From an optimization exercise on the open Yosys and OpenROAD flow, aimed at small area and a short achievable clock period; shortcuts taken in it are not production practice. Only simulation tests tie the RTL to the original design; equivalence was not proved. Power is estimated from default activity; no workload was simulated.

==> wip/cedar <==
==> flow/design.v <==
module opa_s_req_count (
    input  logic [3:0] req,
    output logic [3:0] nge
);
    logic n, e, w, p;
    assign {p, w, e, n} = req;
    assign nge[0] = n | e | w | p;
    assign nge[1] = (n & (e | w | p)) | (e & (w | p)) | (w & p);
    assign nge[2] = (n & e & (w | p)) | (w & p & (n | e));
    assign nge[3] = n & e & w & p;
endmodule
module opa_s_bank_sel (
    input  logic [3:0] prel,
    input  logic [3:0] req,
    output logic [3:0] sel
);
    logic n, e, w;
    assign n = req[0];
    assign e = req[1];
    assign w = req[2];
    assign sel[0] = n & prel[0];
    assign sel[1] = e & (n ? prel[1] : prel[0]);
    assign sel[2] = w & (n ? (e ? prel[2] : prel[1]) : (e ? prel[1] : prel[0]));
    assign sel[3] = n ? (e ? (w ? prel[3] : prel[2]) : (w ? prel[2] : prel[1]))
                      : (e ? (w ? prel[2] : prel[1]) : (w ? prel[1] : prel[0]));
endmodule
module opa_s_steer_bit (
    input  logic [3:0] sel,
    input  logic [3:0] d,
    output logic       y
);
    assign y = |(sel & d);
endmodule
module opa_s_read_bit (
    input  logic [7:0] sel,
    input  logic [7:0] d,
    output logic       y
);
    assign y = |(sel & d);
endmodule
module opa_s_and_not (
    input  logic a,
    input  logic b,
    output logic y
);
    assign y = a & ~b;
endmodule
module opa_s_count_next (
    input  logic [8:1] t,
    input  logic [3:0] nge,
    input  logic       rd,
    output logic [8:1] t_next
);
    logic [4:0] eq;      
    logic [9:1] ta;      
    assign eq[0] = ~t[1];
    assign eq[1] = t[1] & ~t[2];
    assign eq[2] = t[2] & ~t[3];
    assign eq[3] = t[3] & ~t[4];
    assign eq[4] = t[4] & ~t[5];
    always_comb begin
        for (int k = 1; k <= 9; k++) begin
            ta[k] = (k <= 8) ? t[k] : 1'b0;
            for (int c = 0; c <= 4; c++) begin
                if (k - c >= 1 && k - c <= 4) begin
                    ta[k] = ta[k] | (eq[c] & nge[k - c - 1]);
                end
            end
        end
    end
    assign t_next = rd ? ta[9:2] : ta[8:1];
endmodule
module out_port_arbiter_s #(
    parameter int DEPTH = 8,
    parameter int PW    = 64
) (
    input  logic          clk,
    input  logic          reset,
    input  logic          N_req,
    input  logic [PW-1:0] N_packet,
    input  logic          E_req,
    input  logic [PW-1:0] E_packet,
    input  logic          W_req,
    input  logic [PW-1:0] W_packet,
    input  logic          PE_req,
    input  logic [PW-1:0] PE_packet,
    output logic          full_N,
    output logic          full_E,
    output logic          full_W,
    output logic          full_PE,
    output logic [PW-1:0] out_packet,
    output logic          out_wr,
    input  logic          down_full,
    output logic          err_overflow
);
    localparam int NSC = 1;         
    logic [PW-1:0] r_mem [8];
    logic [7:0]    r_free;          
    logic [7:0]    r_wr_oh;         
    logic [7:0]    r_rd_oh;         
    logic [7:0]    r_rd_sel [4];    
    logic [8:1]    r_cnt_t;         
    logic          r_err;
    logic [3:0]    w_nge;           
    logic [3:0]    w_acc_ge;        
    logic [4:0]    w_nw_oh;         
    logic [3:0]    w_p_oh;          
    logic [3:0]    w_dsel [4][NSC];  
    logic [PW-1:0] w_bank [4];
    logic [7:0]    w_written;
    logic [8:1]    w_cnt_next;
    logic          w_full;
    logic          w_ne;
    logic          w_rd;
    opa_s_req_count u_req_count (
        .req ({PE_req, W_req, E_req, N_req}),
        .nge (w_nge)
    );
    assign w_full   = r_cnt_t[5];
    assign w_ne     = r_cnt_t[1];
    opa_s_and_not u_rd     (.a(w_ne), .b(down_full), .y(w_rd));
    opa_s_and_not u_out_wr (.a(w_ne), .b(down_full), .y(out_wr));
    assign w_acc_ge = w_full ? 4'b0000 : w_nge;
    assign w_nw_oh  = {w_acc_ge[3], w_acc_ge[2] & ~w_acc_ge[3], w_acc_ge[1] & ~w_acc_ge[2],
                       w_acc_ge[0] & ~w_acc_ge[1], ~w_acc_ge[0]};
    assign w_p_oh = r_wr_oh[3:0] | r_wr_oh[7:4];
    generate
        for (genvar b = 0; b < 4; b++) begin : g_bank
            for (genvar c = 0; c < NSC; c++) begin : g_sel
                opa_s_bank_sel u_sel (
                    .prel ({w_p_oh[(b + 1) % 4], w_p_oh[(b + 2) % 4], w_p_oh[(b + 3) % 4],
                            w_p_oh[b]}),
                    .req  ({PE_req, W_req, E_req, N_req}),
                    .sel  (w_dsel[b][c])
                );
            end
            for (genvar i = 0; i < PW; i++) begin : g_bit
                opa_s_steer_bit u_steer (
                    .sel (w_dsel[b][i / (PW / NSC)]),
                    .d   ({PE_packet[i], W_packet[i], E_packet[i], N_packet[i]}),
                    .y   (w_bank[b][i])
                );
            end
        end
    endgenerate
    always_comb begin
        for (int s = 0; s < 8; s++) begin
            w_written[s] = (r_wr_oh[s]           & w_acc_ge[0]) |
                           (r_wr_oh[(s + 7) % 8] & w_acc_ge[1]) |
                           (r_wr_oh[(s + 6) % 8] & w_acc_ge[2]) |
                           (r_wr_oh[(s + 5) % 8] & w_acc_ge[3]);
        end
    end
    always_ff @(posedge clk) begin
        for (int s = 0; s < 8; s++) begin
            if (r_free[s]) begin
                r_mem[s] <= w_bank[s % 4];
            end
        end
    end
    opa_s_count_next u_count (
        .t      (r_cnt_t),
        .nge    (w_nge),
        .rd     (w_rd),
        .t_next (w_cnt_next)
    );
    always_ff @(posedge clk) begin
        if (!reset) begin
            r_free   <= 8'hff;
            r_wr_oh  <= 8'd1;
            r_rd_oh  <= 8'd1;
            for (int c = 0; c < 4; c++) begin
                r_rd_sel[c] <= 8'd1;
            end
            r_cnt_t  <= '0;
            r_err    <= 1'b0;
        end else begin
            r_free <= (r_free & ~w_written) | (r_rd_oh & {8{w_rd}});
            r_wr_oh <= ({8{w_nw_oh[0]}} & r_wr_oh) |
                       ({8{w_nw_oh[1]}} & {r_wr_oh[6:0], r_wr_oh[7]}) |
                       ({8{w_nw_oh[2]}} & {r_wr_oh[5:0], r_wr_oh[7:6]}) |
                       ({8{w_nw_oh[3]}} & {r_wr_oh[4:0], r_wr_oh[7:5]}) |
                       ({8{w_nw_oh[4]}} & {r_wr_oh[3:0], r_wr_oh[7:4]});
            if (w_rd) begin
                r_rd_oh <= {r_rd_oh[6:0], r_rd_oh[7]};
                for (int c = 0; c < 4; c++) begin
                    r_rd_sel[c] <= {r_rd_sel[c][6:0], r_rd_sel[c][7]};
                end
            end
            r_cnt_t <= w_cnt_next;
            if (w_full && w_nge[0]) begin
                r_err <= 1'b1;
            end
        end
    end
    generate
        for (genvar i = 0; i < PW; i++) begin : g_out
            opa_s_read_bit u_read (
                .sel (r_rd_sel[i / 16]),
                .d   ({r_mem[7][i], r_mem[6][i], r_mem[5][i], r_mem[4][i],
                       r_mem[3][i], r_mem[2][i], r_mem[1][i], r_mem[0][i]}),
                .y   (out_packet[i])
            );
        end
    endgenerate
    assign full_N       = w_full;
    assign full_E       = w_full;
    assign full_W       = w_full;
    assign full_PE      = w_full;
    assign err_overflow = r_err;
endmodule
==> flow/flow/run.sh <==
#!/bin/bash
# The standard ORFS layout (the standard.sh: unchanged synthesis, floorplan, power grid
# and tap cells), with these changes to how the layout is made:
#  - port buffers are the small sky130 buffer instead of the resizer's default pick (a
#    delay cell); every input and output port still gets its own buffer;
#  - clock tree synthesis uses mid-size clock buffers and no dummy loads;
#  - the resizer may pick any cell of the right function, not only same-footprint ones.
# Each tool's full output stays in orfs/logs/; make's output is in standard_flow.log.
set -euo pipefail
export BUFFER_PORTS_ARGS="-buffer_cell sky130_fd_sc_hd__buf_1"
export CTS_ARGS="-sink_clustering_enable -repair_clock_nets -dont_use_dummy_load -buf_list {sky130_fd_sc_hd__clkbuf_8} -root_buf sky130_fd_sc_hd__clkbuf_16 -sink_clustering_size 15 -sink_clustering_max_diameter 50"
export MATCH_CELL_FOOTPRINT=0
bash standard.sh finish "BUFFER_PORTS_ARGS=$BUFFER_PORTS_ARGS" "CTS_ARGS=$CTS_ARGS" \
    MATCH_CELL_FOOTPRINT=0 > standard_flow.log 2>&1
==> flow/standard.sh <==
#!/bin/bash
# synth_recipe.tcl (not shown) runs the flow's synth.tcl, then flattens the netlist and writes it again
# the make line also repeats each setting of config.mk as NAME=value (left out here)
make -C /OpenROAD-flow-scripts/flow DESIGN_CONFIG=/design/flow/config.mk WORK_HOME=/design/flow/orfs CLKGATE_MAP_FILE= SYNTH_SCRIPT=/design/flow/synth_recipe.tcl "${@:-finish}"
==> flow/config.mk <==
export PLATFORM = sky130hd
export DESIGN_NAME = out_port_arbiter_s
export DESIGN_NICKNAME = out_port_arbiter_s
export VERILOG_FILES = /design/flow/design.v
export SDC_FILE = /design/flow/constraint.sdc
export NUM_CORES = 4
export LEC_CHECK = 0
export CAP_MARGIN = 20
export CORE_MARGIN = 2
export CORE_UTILIZATION = 62
export PLACE_DENSITY = 0.72
export SETUP_SLACK_MARGIN = 2.5
export SLEW_MARGIN = 20
export SYNTH_HIERARCHICAL = 1
export TNS_END_PERCENT = 0
==> flow/constraint.sdc <==
create_clock -name core_clock -period 5.0 [get_ports {clk}]
set_input_delay 1.0000 -clock core_clock [delete_from_list [all_inputs] [get_ports {clk}]]
set_output_delay 1.0000 -clock core_clock [all_outputs]
set_load 0.01 [all_outputs]
==> wip/garnet: changes against wip/cedar <==
--- a/flow/design.v
+++ b/flow/design.v
@@ -1,28 +1,46 @@
-module opa_s_req_count (
-    input  logic [3:0] req,
-    output logic [3:0] nge
+module opa_s_req_rank (
+    input  logic [3:0]  req,
+    output logic [15:0] rank,    
+    output logic [3:0]  nge
 );
     logic n, e, w, p;
     assign {p, w, e, n} = req;
+    assign rank[0]  = n;
+    assign rank[1]  = ~n & e;
+    assign rank[2]  = ~n & ~e & w;
+    assign rank[3]  = ~n & ~e & ~w;
+    assign rank[4]  = 1'b0;
+    assign rank[5]  = n & e;
+    assign rank[6]  = (n ^ e) & w;
+    assign rank[7]  = (n & ~e & ~w) | (~n & e & ~w) | (~n & ~e & w);
+    assign rank[8]  = 1'b0;
+    assign rank[9]  = 1'b0;
+    assign rank[10] = n & e & w;
+    assign rank[11] = (n & e & ~w) | (n & ~e & w) | (~n & e & w);
+    assign rank[12] = 1'b0;
+    assign rank[13] = 1'b0;
+    assign rank[14] = 1'b0;
+    assign rank[15] = n & e & w;
     assign nge[0] = n | e | w | p;
     assign nge[1] = (n & (e | w | p)) | (e & (w | p)) | (w & p);
     assign nge[2] = (n & e & (w | p)) | (w & p & (n | e));
     assign nge[3] = n & e & w & p;
 endmodule
 module opa_s_bank_sel (
-    input  logic [3:0] prel,
-    input  logic [3:0] req,
-    output logic [3:0] sel
-);
-    logic n, e, w;
-    assign n = req[0];
-    assign e = req[1];
-    assign w = req[2];
-    assign sel[0] = n & prel[0];
-    assign sel[1] = e & (n ? prel[1] : prel[0]);
-    assign sel[2] = w & (n ? (e ? prel[2] : prel[1]) : (e ? prel[1] : prel[0]));
-    assign sel[3] = n ? (e ? (w ? prel[3] : prel[2]) : (w ? prel[2] : prel[1]))
-                      : (e ? (w ? prel[2] : prel[1]) : (w ? prel[1] : prel[0]));
+    input  logic [3:0]  prel,
+    input  logic [15:0] rank,
+    output logic [3:0]  sel
+);
+    always_comb begin
+        for (int k = 0; k < 4; k++) begin
+            sel[k] = 1'b0;
+            for (int j = 0; j < 4; j++) begin
+                if (j <= k) begin
+                    sel[k] = sel[k] | (prel[j] & rank[4 * j + k]);
+                end
+            end
+        end
+    end
 endmodule
 module opa_s_steer_bit (
     input  logic [3:0] sel,
@@ -93,7 +111,7 @@
     input  logic          down_full,
     output logic          err_overflow
 );
-    localparam int NSC = 1;         
+    localparam int NSC = 2;         
     logic [PW-1:0] r_mem [8];
     logic [7:0]    r_free;          
     logic [7:0]    r_wr_oh;         
@@ -101,6 +119,7 @@
     logic [7:0]    r_rd_sel [4];    
     logic [8:1]    r_cnt_t;         
     logic          r_err;
+    logic [15:0]   w_rank;
     logic [3:0]    w_nge;           
     logic [3:0]    w_acc_ge;        
     logic [4:0]    w_nw_oh;         
@@ -112,9 +131,10 @@
     logic          w_full;
     logic          w_ne;
     logic          w_rd;
-    opa_s_req_count u_req_count (
-        .req ({PE_req, W_req, E_req, N_req}),
-        .nge (w_nge)
+    opa_s_req_rank u_rank (
+        .req  ({PE_req, W_req, E_req, N_req}),
+        .rank (w_rank),
+        .nge  (w_nge)
     );
     assign w_full   = r_cnt_t[5];
     assign w_ne     = r_cnt_t[1];
@@ -130,7 +150,7 @@
                 opa_s_bank_sel u_sel (
                     .prel ({w_p_oh[(b + 1) % 4], w_p_oh[(b + 2) % 4], w_p_oh[(b + 3) % 4],
                             w_p_oh[b]}),
-                    .req  ({PE_req, W_req, E_req, N_req}),
+                    .rank (w_rank),
                     .sel  (w_dsel[b][c])
                 );
             end
- CORE_UTILIZATION: 62 -> 50
- PLACE_DENSITY: 0.72 -> 0.65
==> wip/fjord: changes against wip/cedar <==
- CORE_UTILIZATION: 62 -> 50
- PLACE_DENSITY: 0.72 -> 0.65
==> summary of the runs <==
In wip/fjord the combinational power is larger than in wip/cedar, by about 2%. Worst hold slack: wip/cedar is worse than wip/fjord (0.011 ns). Worst setup slack: wip/fjord > wip/cedar > wip/garnet. The highest fmax belongs to wip/fjord, the lowest to wip/garnet. Of wip/fjord and wip/garnet, wip/fjord has the higher first-iteration DRC count (gap about 9%, measured against wip/garnet).
==> figures <==
item                                                                     wip/cedar                wip/fjord               wip/garnet
Run status                                                 complete, no violations  complete, no violations  complete, no violations
Final-layout clock buffer total                                                 49                       54                       54
Number of buffers created by CTS                                                49                       54                       54
Part of the total power dissipated in sequential elements                    0.601                    0.593                    0.591
Depth of the worst register-to-register path                                     7                        7                        4
Post-DP HPWL                                                               49.9 mm                  50.4 mm                  50.8 mm
Wire length of the first global-routing pass                                132 mm                   134 mm                   135 mm
Area fraction in compound gates after synthesis                              0.247                    0.247                        -
Initial detailed-routing violation count                                      3578                     3378                     3088
Final design utilization                                                     0.706                    0.585                    0.591
Met1 layer wirelength in the final routing                                 31.3 mm                  35.1 mm                  34.4 mm
Clock network power share                                                    0.202                    0.210                    0.207

afterwards: timing with drivers on the ports:
The results above use ideal ports. As a check the final layouts listed here were re-extracted and re-timed, cells and wires unchanged.
Step 1 assumes that a clkbuf_16 drives the clock port and a buf_2 every other input.
Step 2 moves the port delays by t, midway between the first and last clock arrival at a register: inputs arrive t later, outputs are due t later. That takes back most of the time a late clock gives input paths.
Three values: ideal, step 1, step 2; two values: the first two.
run	t (ns)	setup WS [ns]	hold WS [ns]	worst register clock-pin slew, ns	worst slew at a driven data input, ns
wip/cedar	0.622	2.276 / 2.219 / 1.673	0.460 / 0.460 / 0.460	0.10 / 0.10	0.12
wip/garnet	0.625	2.254 / 2.195 / 1.735	0.476 / 0.476 / 0.476	0.10 / 0.10	0.11
wip/fjord	0.617	2.280 / 2.220 / 1.721	0.471 / 0.471 / 0.471	0.10 / 0.10	0.12
After both steps every run listed still meets setup and hold. For wip/cedar, which loses most, drivers alone change the setup slack by -0.057 ns; drivers and shift together by -0.603 ns.
